This design comes from an exercise in tuning for small area, a short achievable clock period and few clock cycles on the open sky130 flow, not from production work. Function was checked by simulation only, so behaviour that the tests miss may differ from the original. Power figures rest on the tool's default switching activity, not on a simulated workload.

`flow/constraint.sdc`:
```
create_clock -name core_clock -period 8.0 [get_ports {clk_i}]
set_input_delay 1.6000 -clock core_clock [delete_from_list [all_inputs] [get_ports {clk_i}]]
set_output_delay 1.6000 -clock core_clock [all_outputs]
set_load 0.01 [all_outputs]
```
`flow/design.v`:
```
`default_nettype none
package bsc_pkg;
  localparam int unsigned MAX_PROCESSES_DEF = 16;
  localparam int unsigned MAX_RESOURCES_DEF = 8;
  localparam int unsigned COUNT_WIDTH_DEF   = 8;
  localparam logic [2:0] MODE_LOAD_ALLOC = 3'd0;
  localparam logic [2:0] MODE_LOAD_MAX   = 3'd1;
  localparam logic [2:0] MODE_LOAD_AVAIL = 3'd2;
  localparam logic [2:0] MODE_CHECK      = 3'd3;
  localparam logic [2:0] MODE_REQUEST    = 3'd4;
  localparam logic [1:0] ST_SAFE      = 2'd0;
  localparam logic [1:0] ST_UNSAFE    = 2'd1;
  localparam logic [1:0] ST_OVER_NEED = 2'd2;
  localparam logic [1:0] ST_OVER_AVL  = 2'd3;
  localparam logic KIND_SEQ     = 1'b0;
  localparam logic KIND_VERDICT = 1'b1;
  typedef struct packed {
    logic rd;
    logic cmp_fit;
    logic cmp_req;
    logic clr_flags;
    logic work_init;
    logic work_add;
    logic wr_grant;
    logic wr_back;
    logic avail_sub;
    logic avail_add;
    logic ord_wr;
    logic ord_rd;
    logic out_seq;
    logic out_verdict;
  } cmd_t;
  typedef struct packed {
    logic fits;
    logic need_bad;
    logic avail_bad;
    logic out_free;
  } stat_t;
endpackage
`default_nettype wire
`default_nettype none
module bankers_safety_check (
  input  wire         clk_i,
  input  wire         rst_ni,
  input  wire         psel,
  input  wire         penable,
  input  wire         pwrite,
  input  wire  [2:0]  paddr,
  input  wire  [31:0] pwdata,
  output logic [31:0] prdata,
  output logic        pready,
  input  wire         s_axis_tvalid,
  output logic        s_axis_tready,
  input  wire  [15:0] s_axis_tdata,
  input  wire  [2:0]  s_axis_tuser,
  input  wire         s_axis_tlast,
  output logic        m_axis_tvalid,
  input  wire         m_axis_tready,
  output logic [7:0]  m_axis_tdata,
  output logic [0:0]  m_axis_tuser,
  output logic        m_axis_tlast
);
  localparam int NP = 16;
  localparam int NR = 8;
  logic [4:0] num_proc_q;
  logic [3:0] num_res_q;
  logic       cfg_wr;
  assign pready = 1'b1;
  assign cfg_wr = psel && penable && pwrite;
  always_ff @(posedge clk_i or negedge rst_ni) begin
    if (!rst_ni) begin
      num_proc_q <= 5'd1;
      num_res_q  <= 4'd1;
    end else if (cfg_wr) begin
      if (!paddr[2]) num_proc_q <= pwdata[4:0];
      else           num_res_q  <= pwdata[3:0];
    end
  end
  assign prdata = paddr[2] ? {28'd0, num_res_q} : {27'd0, num_proc_q};
  logic [4:0]    np;
  logic [NP-1:0] pmask;    
  logic [NR-1:0] rmask;    
  assign np = (num_proc_q == 5'd0) ? 5'd1 : (num_proc_q > 5'd16) ? 5'd16 : num_proc_q;
  always_comb begin
    for (int i = 0; i < NP; i++) pmask[i] = (i < np);
    for (int j = 0; j < NR; j++)
      rmask[j] = (j == 0) || (j < num_res_q);
  end
  logic          ir_v, ir_last;
  logic [2:0]    ir_mode;
  logic [3:0]    ir_p;
  logic [2:0]    ir_r;
  logic [7:0]    ir_amt;
  logic [NP-1:0] ir_psel;
  logic [NR-1:0] ir_rsel;
  logic          consume, in_acc;
  assign s_axis_tready = !ir_v || consume;
  assign in_acc = s_axis_tvalid && s_axis_tready;
  always_ff @(posedge clk_i or negedge rst_ni) begin
    if (!rst_ni) begin
      ir_v <= 1'b0;
    end else if (s_axis_tready) begin
      ir_v <= s_axis_tvalid;
    end
  end
  always_ff @(posedge clk_i) begin
    if (in_acc) begin
      ir_mode <= s_axis_tuser;
      ir_p    <= s_axis_tdata[3:0];
      ir_r    <= s_axis_tdata[6:4];
      ir_amt  <= s_axis_tdata[14:7];
      ir_last <= s_axis_tlast;
      for (int i = 0; i < NP; i++) ir_psel[i] <= (s_axis_tdata[3:0] == 4'(i));
      for (int j = 0; j < NR; j++) ir_rsel[j] <= (s_axis_tdata[6:4] == 3'(j));
    end
  end
  typedef enum logic [1:0] {S_IDLE, S_RQCHK, S_LOOP, S_RB} state_e;
  state_e state_q, state_d;
  logic [7:0]    alloc_q [NP][NR];
  logic [8:0]    diff_q  [NP][NR];    
  logic [7:0]    avail_q [NR];
  logic [7:0]    req_q   [NR];
  logic [8:0]    work_q  [NR];        
  logic [NP-1:0] fin_q;
  logic [NP-1:0] ge_q;                
  logic [3:0]    cnt_q;
  logic [3:0]    ord_q   [NP];
  logic [NP-1:0] rsel_q;              
  logic          rq_q;
  logic          em_busy_q;
  logic [4:0]    em_n_q, em_e_q;
  logic [1:0]    em_code_q;
  logic          out_v_q, out_kind_q;
  logic [3:0]    out_proc_q;
  logic [1:0]    out_stat_q;
  logic is_start;
  assign is_start = (ir_mode == bsc_pkg::MODE_CHECK) ||
                    (ir_mode == bsc_pkg::MODE_REQUEST && ir_last);
  logic idle;
  assign idle = (state_q == S_IDLE);
  assign consume = ir_v && (ir_mode[2] && !(ir_mode == bsc_pkg::MODE_REQUEST) ? 1'b1 :
                            idle && (!is_start || !em_busy_q));
  logic exec;
  assign exec = consume;
  logic [NP-1:0] xsel;
  assign xsel = (state_q == S_IDLE) ? ir_psel : rsel_q;
  logic [NP-1:0] fsel;                
  logic [7:0]    arow [NR];
  logic [7:0]    frow [NR];
  logic [8:0]    drow [NR];
  always_comb begin
    for (int j = 0; j < NR; j++) begin
      arow[j] = '0; drow[j] = '0; frow[j] = '0;
      for (int i = 0; i < NP; i++) begin
        arow[j] |= {8{xsel[i]}} & alloc_q[i][j];
        drow[j] |= {9{xsel[i]}} & diff_q[i][j];
        frow[j] |= {8{fsel[i]}} & alloc_q[i][j];
      end
    end
  end
  logic          loop;
  logic [NP-1:0] fits, cand, hi, pre_c, pre_h, sel_c, sel_h;
  logic          found, any_hi;
  logic [3:0]    fidx;
  assign loop = (state_q == S_LOOP) || (exec && ir_mode == bsc_pkg::MODE_CHECK);
  always_comb begin
    for (int i = 0; i < NP; i++) begin
      fits[i] = 1'b1;
      for (int j = 0; j < NR; j++)
        if (rmask[j] && !diff_q[i][j][8] && !work_q[j][8] && diff_q[i][j][7:0] > work_q[j][7:0])
          fits[i] = 1'b0;
    end
    cand = fits & ~fin_q;
    hi   = cand & ge_q;
    pre_c[0] = 1'b0; pre_h[0] = 1'b0;
    for (int i = 1; i < NP; i++) begin
      pre_c[i] = pre_c[i-1] | cand[i-1];
      pre_h[i] = pre_h[i-1] | hi[i-1];
    end
    sel_c  = cand & ~pre_c;
    sel_h  = hi & ~pre_h;
    any_hi = |hi;
    found  = |cand;
    fsel   = loop ? (any_hi ? sel_h : sel_c) : '0;
    fidx   = '0;
    for (int i = 0; i < NP; i++) if (fsel[i]) fidx |= 4'(i);
  end
  logic need_bad, avail_bad;
  always_comb begin
    need_bad = 1'b0; avail_bad = 1'b0;
    for (int j = 0; j < NR; j++) begin
      if (rmask[j] && (drow[j][8] ? (req_q[j] != 8'd0) : (req_q[j] > drow[j][7:0])))
        need_bad = 1'b1;
      if (rmask[j] && req_q[j] > avail_q[j]) avail_bad = 1'b1;
    end
  end
  logic [7:0] a_old;
  logic [8:0] d_old, d_new;
  always_comb begin
    a_old = '0; d_old = '0;
    for (int j = 0; j < NR; j++) begin
      a_old |= {8{ir_rsel[j]}} & arow[j];
      d_old |= {9{ir_rsel[j]}} & drow[j];
    end
    if (ir_mode == bsc_pkg::MODE_LOAD_MAX) d_new = {1'b0, ir_amt} - {1'b0, a_old};
    else                                   d_new = d_old + {1'b0, a_old} - {1'b0, ir_amt};
  end
  logic       post, post_safe;
  logic [1:0] post_code;
  logic       grant, rback;
  logic       ld_alloc, ld_max, ld_avail, ld_req;
  assign ld_alloc = exec && ir_mode == bsc_pkg::MODE_LOAD_ALLOC;
  assign ld_max   = exec && ir_mode == bsc_pkg::MODE_LOAD_MAX;
  assign ld_avail = exec && ir_mode == bsc_pkg::MODE_LOAD_AVAIL;
  assign ld_req   = exec && ir_mode == bsc_pkg::MODE_REQUEST;
  always_comb begin
    state_d = state_q;
    post = 1'b0; post_safe = 1'b0; post_code = bsc_pkg::ST_SAFE;
    grant = 1'b0; rback = 1'b0;
    unique case (state_q)
      S_IDLE: begin
        if (exec && ir_mode == bsc_pkg::MODE_REQUEST && ir_last) begin
          if ({1'b0, ir_p} >= np) begin
            post = 1'b1; post_code = bsc_pkg::ST_OVER_NEED;
          end else begin
            state_d = S_RQCHK;
          end
        end
      end
      S_RQCHK: begin
        if (need_bad) begin
          post = 1'b1; post_code = bsc_pkg::ST_OVER_NEED; state_d = S_IDLE;
        end else if (avail_bad) begin
          post = 1'b1; post_code = bsc_pkg::ST_OVER_AVL; state_d = S_IDLE;
        end else begin
          grant = 1'b1; state_d = S_LOOP;
        end
      end
      S_RB: begin
        rback = 1'b1; state_d = S_IDLE;
      end
      default: ;
    endcase
    if (loop) begin
      if (found && ({1'b0, cnt_q} + 5'd1 == np)) begin
        post = 1'b1; post_safe = 1'b1; post_code = bsc_pkg::ST_SAFE; state_d = S_IDLE;
      end else if (!found) begin
        post = 1'b1; post_code = bsc_pkg::ST_UNSAFE;
        state_d = (state_q == S_LOOP && rq_q) ? S_RB : S_IDLE;
      end else begin
        state_d = S_LOOP;
      end
    end
  end
  always_ff @(posedge clk_i or negedge rst_ni) begin
    if (!rst_ni) state_q <= S_IDLE;
    else         state_q <= state_d;
  end
  logic [7:0] avail_d [NR];
  always_comb begin
    for (int j = 0; j < NR; j++) begin
      avail_d[j] = avail_q[j];
      if (grant && rmask[j])      avail_d[j] = avail_q[j] - req_q[j];
      else if (rback && rmask[j]) avail_d[j] = avail_q[j] + req_q[j];
      else if (ld_avail && ir_rsel[j]) avail_d[j] = ir_amt;
    end
  end
  always_ff @(posedge clk_i) begin
    for (int j = 0; j < NR; j++) begin
      avail_q[j] <= avail_d[j];
      if (ld_req && ir_rsel[j]) req_q[j] <= ir_amt;
      for (int i = 0; i < NP; i++) begin
        if ((grant || rback) && rsel_q[i] && rmask[j]) begin
          alloc_q[i][j] <= grant ? arow[j] + req_q[j] : arow[j] - req_q[j];
          diff_q[i][j]  <= grant ? drow[j] - {1'b0, req_q[j]} : drow[j] + {1'b0, req_q[j]};
        end else if ((ld_alloc || ld_max) && ir_psel[i] && ir_rsel[j]) begin
          diff_q[i][j] <= d_new;
          if (ld_alloc) alloc_q[i][j] <= ir_amt;
        end
      end
    end
  end
  always_ff @(posedge clk_i) begin
    if (loop && found) begin
      for (int j = 0; j < NR; j++) begin
        logic [8:0] s;
        s = {1'b0, work_q[j][7:0]} + {1'b0, frow[j]};
        work_q[j] <= (work_q[j][8] || s[8]) ? 9'h100 : s;
      end
      ord_q[cnt_q] <= fidx;
    end else if (!loop && state_q != S_LOOP) begin
      for (int j = 0; j < NR; j++) work_q[j] <= {1'b0, avail_d[j]};
    end
  end
  always_ff @(posedge clk_i or negedge rst_ni) begin
    if (!rst_ni) begin
      fin_q <= '0; ge_q <= '1; cnt_q <= '0; rsel_q <= '0; rq_q <= 1'b0;
    end else begin
      if (loop && found && state_d == S_LOOP) begin
        fin_q <= fin_q | fsel;
        for (int i = 0; i < NP; i++) ge_q[i] <= (i > int'(fidx));
        cnt_q <= cnt_q + 4'd1;
      end else if (state_d != S_LOOP) begin
        fin_q <= ~pmask; ge_q <= '1; cnt_q <= '0;
      end
      if (exec && ir_mode == bsc_pkg::MODE_REQUEST && ir_last) rsel_q <= ir_psel;
      if (exec && ir_mode == bsc_pkg::MODE_CHECK) rq_q <= 1'b0;
      else if (grant) rq_q <= 1'b1;
    end
  end
  logic out_free;
  assign out_free = !out_v_q || m_axis_tready;
  always_ff @(posedge clk_i or negedge rst_ni) begin
    if (!rst_ni) begin
      em_busy_q <= 1'b0; em_n_q <= '0; em_e_q <= '0; em_code_q <= '0;
      out_v_q <= 1'b0; out_kind_q <= 1'b0; out_proc_q <= '0; out_stat_q <= '0;
    end else begin
      if (out_free) out_v_q <= 1'b0;
      if (em_busy_q && out_free) begin
        out_v_q <= 1'b1;
        if (em_e_q != em_n_q) begin
          out_kind_q <= bsc_pkg::KIND_SEQ;
          out_proc_q <= ord_q[em_e_q[3:0]];
          out_stat_q <= bsc_pkg::ST_SAFE;
          em_e_q     <= em_e_q + 5'd1;
        end else begin
          out_kind_q <= bsc_pkg::KIND_VERDICT;
          out_proc_q <= 4'd0;
          out_stat_q <= em_code_q;
          em_busy_q  <= 1'b0;
        end
      end
      if (post) begin
        em_busy_q <= 1'b1;
        em_e_q    <= '0;
        em_n_q    <= post_safe ? np : 5'd0;
        em_code_q <= post_code;
      end
    end
  end
  assign m_axis_tvalid = out_v_q;
  assign m_axis_tdata  = {2'b00, out_stat_q, out_proc_q};
  assign m_axis_tuser  = out_kind_q;
  assign m_axis_tlast  = out_kind_q;
endmodule
`default_nettype wire
```
`flow/run.sh`:
```
#!/bin/bash
# synth_recipe.tcl (not shown) runs the flow's synth.tcl, then flattens the netlist and writes it again
# the make line also repeats each setting of config.mk as NAME=value (left out here)
make -C /OpenROAD-flow-scripts/flow DESIGN_CONFIG=/design/flow/config.mk WORK_HOME=/design/flow/orfs CLKGATE_MAP_FILE= SYNTH_SCRIPT=/design/flow/synth_recipe.tcl finish
```
`flow/config.mk`:
```
export PLATFORM = sky130hd
export DESIGN_NAME = bankers_safety_check
export DESIGN_NICKNAME = bankers_safety_check
export VERILOG_FILES = /design/flow/design.v
export SDC_FILE = /design/flow/constraint.sdc
export NUM_CORES = 4
export LEC_CHECK = 0
export CAP_MARGIN = 20
export CORE_MARGIN = 2
export CORE_UTILIZATION = 40
export SLEW_MARGIN = 20
```
==> results.py <==
metrics = {
    "drt": {
        "drc": 0,
        "firstDrtPassIters": 8,
        "vias": 152700,
        "postRouteAntennaNets": 0,
        "vias_per_cell": 6.629,
        "drtIter0Drc": 25630,
        "wirelength_um": 839700,
        "detail_route.wl_per_cell_um": 36.45,
    },
    "power": {
        "switchingPower_uw": 28370,
        "leakagePower_uw": 0.08128,
        "ir_drop_mv": 0.3170,
        "seq_power_share": 0.268,
        "power_uw": 65120,
        "intPower_uw": 36750,
        "p_clk_frac": 0.234,
        "switching_share": 0.4356,
        "power_density_nw_per_um2": 329.1,
        "combPwrFrac": 0.498,
    },
    "clock_network": {
        "cts-root-buf": "clkbuf_16",
        "clkTransAtPathRegs_ns": 0.06,
        "cts_tree": "done",
        "numCtsBuffers": 315,
        "cts_hold_buffers": 0,
        "clk_path_buf_depth": 4,
        "cts.sinks": 2566,
        "clk_latency_ns": 1.01,
        "htree_levels": 5,
    },
    "logic_synthesis": {
        "synth_top_area_cell": "edfxtp_1",
        "ys_ff_latch": 2566,
        "syn_avg_cell_area_um2": 10.20,
        "yosysWarnings": 10,
        "synth_edf_count": 2416,
        "synth_cells": 16030,
        "synth_top_area_frac": 0.4439,
        "synthArstFlopShare": 0.03352,
        "synthTopCellsByArea": "edfxtp_1 44%, ha_1 11%, o21ai_0 5.5%",
        "synth_area_um2": 163400,
        "synth_top_flop_cell": "edfxtp_1",
        "yosysUniqueCellTypes": 106,
        "yosysSeqAreaShare": 0.4650,
    },
    "placement": {
        "gp_congestion": 1.042,
        "io_buffers": 46,
        "place_hpwl_um": 602300,
    },
    "cells_and_area": {
        "drive_above_1_share": 0.1820,
        "syn2layout_area_growth_pct": 21.07,
        "fin_nets": 18730,
    },
    "global_route": {
        "antenna_found_initial": 113,
        "gr-total-overflow": 0,
        "grt_pass1_vias": 140400,
        "track_usage": 0.3848,
        "grt_start_max_net_pins": 108,
        "grt_pass1_wl_um": 1119000,
    },
    "sta": {
        "hold_slack_ns": 0.4917,
        "fin_skew_ns": 0.06263,
        "final_max_slew_viol_count": 0,
        "finalWorstSetupSlack_ns": -0.07913,
        "hold_viol": 0,
        "slew_headroom": 0.1137,
        "rsz0062_at_grt": "true",
        "setup_viol": 11,
        "tightest_slew_ns": 1.323,
        "timing.final.crit_share": 1.010,
        "clock.fmax_mhz": 123.8,
        "period_needed_ns": 8.079,
    },
    "worst_setup_path": {
        "end_kind": "flop",
        "start_kind": "flop",
        "path_max_fanout": 17,
        "crit-reg2reg-launch": "num_res_q[3]",
        "critical_path_class": "reg -> reg",
        "crit_required_ns": 8.85,
        "cp-startpoint": "num_res_q[3]",
        "cp.arrival_ns": 8.93,
    },
    "floorplanning": {
        "dieWidth_um": 643.2,
        "core_um2": 406400,
        "die-area_um2": 413700,
        "ioPinCount": 107,
        "start_util": 0.4022,
        "rows": 234,
        "die_h_um": 643.2,
    },
    "worst_hold_path": {
        "hp-start": "out_stat_q[0]",
        "min_path_type": "reg -> reg",
    },
    "run": {
        "maxCapViolCount": 0,
    },
    "status": {
        "failed_checks": "setup timing",
        "status": "failed layout checks",
    },
}
## cells by family (layout without fill, tap and decap cells)
kind of cell	Yosys count	count (layout)	share of synthesized area
other	2	200	0.00004595
and+or+nand+nor	3984	3984	0.1098
muxes	564	567	0.03770
adders and majority gates	1482	1482	0.1157
DFF	2566	2566	0.4650
AOI/OAI and AO/OA	5258	5258	0.2109
buffers and inverters	1906	3285	0.04631
xor gates and xnor gates	268	268	0.01445
## power groups by stage
| stage | clock network [µW] | logic [µW] | registers (µW) |
|---|---|---|---|
| detailed placement | 0 | 29700 | 17700 |
| finish | 15200 | 32400 | 17500 |
| global placement | 0 | 29300 | 17600 |
| global route | 15700 | 33400 | 17500 |
| floorplan | 0 | 15000 | 17200 |
| CTS | 15200 | 29900 | 17400 |
## repair_timing
item                                    CTS  global route
endpoints found under the setup margin  362           852
gates cloned                              0            23
endpoints found under the hold margin     0             0
pin swaps                                 3           112
gates resized for setup                  23           346
setup buffers                             2            80
## path summary, 6_finish.rpt
kind | cells after the start | end | slack [ns]
setup / recovery | 27 | work_q[0][3] | -0.08
hold reg to reg | 2 | out_stat_q[0] | 0.49
min in group asynchronous | 1 | num_res_q[3] | 0.52
hold / removal | 2 | out_stat_q[0] | 0.49
setup reg to reg | 27 | work_q[0][3] | -0.08
max in group asynchronous | 2 | rsel_q[1] | 6.19
## stage by stage
step | std cells | worst slack (ns) | cell area [µm²] | setup TNS [ns] | utilization
global placement | 22190 | -0.3052 | 184000 | -29.26 | 0.4527
detailed placement | 22190 | -0.2334 | 184000 | -22.85 | 0.4527
finish | 23040 | -0.07913 | 197900 | -0.4845 | 0.4870
floorplan | 16060 | 0.0001510 | 163700 | 0 | -
CTS | 22770 | 0.001564 | 194700 | 0 | 0.4791
global route | 22910 | -0.1726 | 197600 | -13.65 | 0.4862
## layout make-up
class	count	area, µm²
Clock inverter	182	2102
Multi-Input combinational cell	11590	82280
Fill cell	37450	208500
Antenna cell	170	425.4
Sequential cell	2566	76010
Tap cell	5428	6792
Inverter	602	2282
Clock buffer	391	8502
Timing Repair Buffer	2110	19490
## metal layers
| metal | track usage | part of all wire | vias to the layer above |
|---|---|---|---|
| met5 | 0 | 0.00054 | - |
| met4 | 0.2792 | 0.084 | 38 |
| met3 | 0.1309 | 0.15 | 2852 |
| met2 | 0.5500 | 0.41 | 12550 |
| met1 | 0.4829 | 0.36 | 73700 |
| li1 | - | - | 63570 |
## flip-flops by register name (all words and copies together), names as in the netlist, 2 cells and up
signal      count
ord_q          64
avail_q        64
ir_amt          8
alloc_q      1024
out_stat_q      2
out_proc_q      4
num_res_q       4
rsel_q         16
num_proc_q      5
diff_q       1152
ir_psel        16
ir_mode         3
ir_rsel         8
fin_q          16
ge_q           16
em_code_q       2
cnt_q           4
state_q         2
em_e_q          5
work_q         72
em_n_q          5
ir_p            4
req_q          64
## placed cells by master, fill, tap and decap left out, types with 48 or more instances in the layout
master,instances
inv_1,582
o22ai_1,67
xnor2_1,147
a222oi_1,133
dfxtp_1,64
nor3_1,115
nor2b_1,140
clkinv_1,57
a221oi_1,463
a31oi_1,48
ha_1,1423
a21o_1,215
o211ai_1,91
o31ai_1,55
dfrtp_1,64
a22o_1,474
nor2_2,48
nor2_1,536
a211oi_1,86
a22oi_1,448
buf_4,1773
clkbuf_16,347
buf_12,229
diode_2,170
mux2_2,147
xor2_1,92
nand2_1,1998
nand3_1,430
a21oi_1,626
o21ai_0,1743
nand4_1,297
o21ai_1,301
clkinv_2,61
edfxtp_1,2416
nand2_2,62
o21bai_1,116
mux2i_1,359
clkbuf_1,55
nand2b_1,90
## worst max-delay path, cell delays in order (launching register included)
cell and delay, ns:
dfrtp_2 0.80, or3_1 0.49, nand2b_1 0.29, buf_4 0.25, o41ai_2 1.13, nor4b_1 0.15, buf_4 0.24, a222oi_1 0.32
nand4_1 0.30, buf_4 0.29, nor2b_1 0.17, a2111oi_4 0.48, buf_4 0.26, buf_12 0.19, a222oi_1 0.15, nand4_1 0.13
a221o_1 0.32, ha_1 0.31, nor2b_1 0.13, o21ai_0 0.15, nand2b_1 0.10, a21oi_1 0.16, o21bai_1 0.09, a21o_1 0.19
a211oi_1 0.31, buf_4 0.21, and3_1 0.16, a21o_1 0.08
## cells in the mapped netlist (all sizes together), types with 31 or more instances
cell,n
o21bai,117
edfxtp,2416
nand4,297
nand2b,91
dfrtp,68
a21o,216
nor3,123
o31ai,69
dfxtp,64
ha,1433
o21ai,2052
clkbuf,848
nand2,2063
nor4,31
a221oi,499
nor2b,145
a222oi,133
nor2,613
a2111oi,31
fa,49
mux2,183
inv,592
mux2i,361
xor2,98
a22o,481
nand3,435
o21a,39
a211o,34
a211oi,89
o211ai,91
a21oi,673
o22ai,69
a22oi,460
and3,33
buf,456
a31oi,50
xnor2,170
and2,39
Testbench counts, summed over its fixed seeds: cycles 14,657.

## re-timing with driven ports
The results above use ideal ports. As a check the final layout listed here was re-extracted and re-timed, cells and wires unchanged.
Step 1: set_driving_cell puts a clkbuf_16 on clk_i and a buf_2 on each other input, an assumption about the parent block.
Step 2 moves the port delays by t, midway between the first and last clock arrival at a register: inputs arrive t later, outputs are due t later. That takes back most of the time a late clock gives input paths.
Three values: ideal ports, drivers, drivers and shift; two values: the first two.
shift t [ns]: 1.111
setup WS [ns]: -0.079 / -0.079 / -0.079
hold slack, ns: 0.492 / 0.413 / 0.492
worst setup path after step 2: register to register
pins driven straight from the clock port: 1
The setup slack of this run moves by 0.000 ns with the drivers and by 0.000 ns with both steps.
